Background: an optimization exercise with open tools, aiming at small area. Do not read the settings as production practice. Only simulation tests tie the RTL to the original design; equivalence was not proved.

==> inputs of 05-28 <==
Design busDatapath, start of the top module:
module busDatapath (
    input logic Clock,
    input logic rstN,
    input logic [busDatapathPkg::gprCount-1:0] gprIn,
    input logic [busDatapathPkg::gprCount-1:0] gprOut,
    input logic pcIn,
    input logic irIn,
    input logic marIn,
    input logic ryIn,
    input logic mdrIn,
    input logic hiIn,
    input logic loIn,
    input logic zIn,
    input logic pcOut,
    input logic mdrOut,
    input logic hiOut,
    input logic loOut,
    input logic zHighOut,
    input logic zLowOut,
    input logic read,
    input logic [busDatapathPkg::aluOpCount-1:0] aluOp,
    input logic [busDatapathPkg::wordWidth-1:0] mData,
    output logic [busDatapathPkg::wordWidth-1:0] bus,
    output logic [busDatapathPkg::wordWidth-1:0] marValue,
    output logic [busDatapathPkg::wordWidth-1:0] irValue,
    output logic [2*busDatapathPkg::wordWidth-1:0] zValue
);
    logic [busDatapathPkg::gprCount-1:0][busDatapathPkg::wordWidth-1:0] gprValues;
    logic [busDatapathPkg::wordWidth-1:0] pcValue;
    logic [busDatapathPkg::wordWidth-1:0] mdrValue;
    logic [busDatapathPkg::wordWidth-1:0] ryValue;
  ...
clock: 135.0 ns
lec_check: 0
cap_margin: 20
core_margin: 2
core_utilization: 35
slew_margin: 20
synth_hierarchical: 1
standard.sh (not shown) runs the stock make flow with config.mk's settings and CLKGATE_MAP_FILE= SYNTH_SCRIPT=/design/flow/synth_recipe.tcl, a recipe that flattens the netlist after the stock synthesis.
==> flow/flow/run.sh <==
#!/bin/bash
# Own layout flow: the standard ORFS flow (standard.sh) unchanged, with a few
# extra ORFS settings that only change which cells the layout uses:
#   - port buffers are sky130_fd_sc_hd__buf_1 instead of the tool's pick
#     (every input and output port is still buffered, as in the standard flow)
#   - clock tree from clkbuf_4/clkbuf_8 without dummy balancing loads
# make's full output goes to flow_make.log here; ORFS writes each step's log
# under orfs/logs/.
set -euo pipefail
cd "$(dirname "$0")/.."
bash standard.sh \
  "BUFFER_PORTS_ARGS=-buffer_cell sky130_fd_sc_hd__buf_1" \
  "CTS_ARGS=-sink_clustering_enable -repair_clock_nets -dont_use_dummy_load -buf_list {sky130_fd_sc_hd__clkbuf_4 sky130_fd_sc_hd__clkbuf_8}" \
  finish > flow_make.log 2>&1
==> 01-26 (differences from 05-28) <==
==> flow/run.sh (new file) <==
#!/bin/bash
# synth_recipe.tcl (not shown) runs the flow's synth.tcl, then flattens the netlist and writes it again
# the make line also repeats each setting of config.mk as NAME=value (left out here)
make -C /OpenROAD-flow-scripts/flow DESIGN_CONFIG=/design/flow/config.mk WORK_HOME=/design/flow/orfs CLKGATE_MAP_FILE= SYNTH_SCRIPT=/design/flow/synth_recipe.tcl finish
--- a/flow/config.mk
+++ b/flow/config.mk
@@ -7,6 +7,7 @@
 export LEC_CHECK = 0
 export CAP_MARGIN = 20
 export CORE_MARGIN = 2
-export CORE_UTILIZATION = 35
+export CORE_UTILIZATION = 50
+export CTS_BUF_LIST = sky130_fd_sc_hd__clkbuf_4 sky130_fd_sc_hd__clkbuf_8
 export SLEW_MARGIN = 20
 export SYNTH_HIERARCHICAL = 1
removed: flow/flow/run.sh
removed: flow/standard.sh
==> results by group <==
Finish
  – Area used by multi-input combinational logic: 0.0560 mm^2
  – Antenna diode count: 17
  – Post-layout instance area: 0.0854 mm^2

Placement
  – Post-DP HPWL: 230000 um

Status
  – Result of the run: no timing/DRC/antenna violations
[end of results for 05-28]
==> results by group <==
Synth
  – Asr flop ratio synth: 1.00

Timing
  – WHS: 0.495 ns

Critical path
  – Endpoint of the lowest-slack register-to-register path: results.zValue[63]$_DFF_PN0_

Placement
  – Post-DP HPWL: 227000 um

Status
  – Result of the run: no timing/DRC/antenna violations
[end of results for 01-26]

* * *

==> run a <==
busDatapath, a different RTL version from the one above (not shown whole).
==> flow/config.mk <==
export PLATFORM = sky130hd
export DESIGN_NAME = busDatapath
export DESIGN_NICKNAME = busDatapath
export VERILOG_FILES = /design/flow/design.v
export SDC_FILE = /design/flow/constraint.sdc
export NUM_CORES = 4
export LEC_CHECK = 0
export CAP_MARGIN = 20
export CORE_MARGIN = 2
export CORE_UTILIZATION = 40
export SLEW_MARGIN = 20
export SYNTH_HIERARCHICAL = 1
==> flow/constraint.sdc <==
create_clock -name core_clock -period 135.0 [get_ports {Clock}]
set_input_delay 27.0000 -clock core_clock [delete_from_list [all_inputs] [get_ports {Clock}]]
set_output_delay 27.0000 -clock core_clock [all_outputs]
set_load 0.01 [all_outputs]
==> flow/flow/run.sh <==
#!/bin/bash
# Own layout flow: the standard ORFS flow (standard.sh) unchanged, with a few
# extra ORFS settings that only change which cells the layout uses:
#   - port buffers are sky130_fd_sc_hd__buf_1 instead of the tool's pick
#     (every input and output port is still buffered, as in the standard flow)
#   - clock tree from clkbuf_4/clkbuf_8 without dummy balancing loads
# make's full output goes to flow_make.log here; ORFS writes each step's log
# under orfs/logs/.
set -euo pipefail
cd "$(dirname "$0")/.."
bash standard.sh \
  "BUFFER_PORTS_ARGS=-buffer_cell sky130_fd_sc_hd__buf_1" \
  "CTS_ARGS=-sink_clustering_enable -repair_clock_nets -dont_use_dummy_load -buf_list {sky130_fd_sc_hd__clkbuf_4 sky130_fd_sc_hd__clkbuf_8}" \
  finish > flow_make.log 2>&1
==> inputs of run b, as changes to run a <==
==> flow/flow/run.sh (replaced) <==
#!/bin/bash
# Own layout flow: the standard ORFS flow (standard.sh) unchanged, with two
# extra ORFS settings that only change which cells the layout uses:
#   - port buffers are sky130_fd_sc_hd__buf_1 instead of the tool's pick
#     (every input and output port is still buffered, as in the standard flow)
#   - RECOVER_POWER=100: after global routing, downsize gates on paths with
#     positive slack
# make's full output goes to flow_make.log here; ORFS writes each step's log
# under orfs/logs/.
set -euo pipefail
cd "$(dirname "$0")/.."
bash standard.sh "BUFFER_PORTS_ARGS=-buffer_cell sky130_fd_sc_hd__buf_1" "RECOVER_POWER=100" finish \
  > flow_make.log 2>&1
CORE_UTILIZATION = 45   (was 40)
CTS_BUF_LIST = sky130_fd_sc_hd__clkbuf_8 sky130_fd_sc_hd__clkbuf_16   (was unset)
CTS_CLUSTER_SIZE = 30   (was unset)
==> run_results.csv <==
group,metric,value,unit
status,status,"no timing/DRC/antenna violations",
worst_setup_path,crit_buf_inv,20,
hold_path,min_from,"specials.irValue[27]$_DFF_PN0_",
detailed_routing,wl,340800,microns
worst_setup_path,arrival,125.73,ns
sta,fin_ws,10.02,ns
global_route,grt_pass1_wl,496000,microns
The numbers above come from run a.

==> run_results.csv <==
group,metric,value,unit
status,status,"complete, but fails checks",
status,violatedChecks,"max-capacitance violations, max-slew violations",
worst_setup_path,arrival,126.62,ns
sta,fin_ws,8.990,ns
sta,report.final.slew_viol_count,1626,
hold_path,min_from,"gprs.gpr13[4]$_DFF_PN0_",
run,max-cap-violations,47,
detailed_routing,wl,332600,microns
global_route,grt_pass1_wl,489600,microns
The numbers above come from run b.

-- what the ideal ports hide --
The flow's constraints put no driver on any port. The routed layouts listed below were extracted and timed again, unchanged, in two steps.
Step 1 (the two cells are an assumption about what drives the block):
set clk [get_ports {Clock}]
set_driving_cell -lib_cell sky130_fd_sc_hd__clkbuf_16 $clk
set_driving_cell -lib_cell sky130_fd_sc_hd__buf_2 [delete_from_list [all_inputs] $clk]
Step 2 times the ports against the registers' clock, not the clock port: input delays grow and output delays shrink by t, the midpoint of the rising clock arrivals with the driver on.
Three values: no drivers, after step 1, after step 2; two values: the first two.
| run | t, ns | setup slack, ns | worst register clock-pin slew, ns |
|---|---|---|---|
| 05-28 | 0.835 | 8.621 / 8.666 / 7.831 | 0.09 / 0.09 |
| 01-26 | 0.891 | 8.216 / 8.258 / 7.367 | 0.07 / 0.07 |
| run a | 0.830 | 10.022 / 10.058 / 9.228 | 0.09 / 0.09 |
| run b | 0.728 | 8.990 / 9.027 / 8.298 | 0.08 / 0.08 |
For 01-26, which loses most, drivers alone change the setup slack by +0.042 ns; drivers and shift together by -0.849 ns.
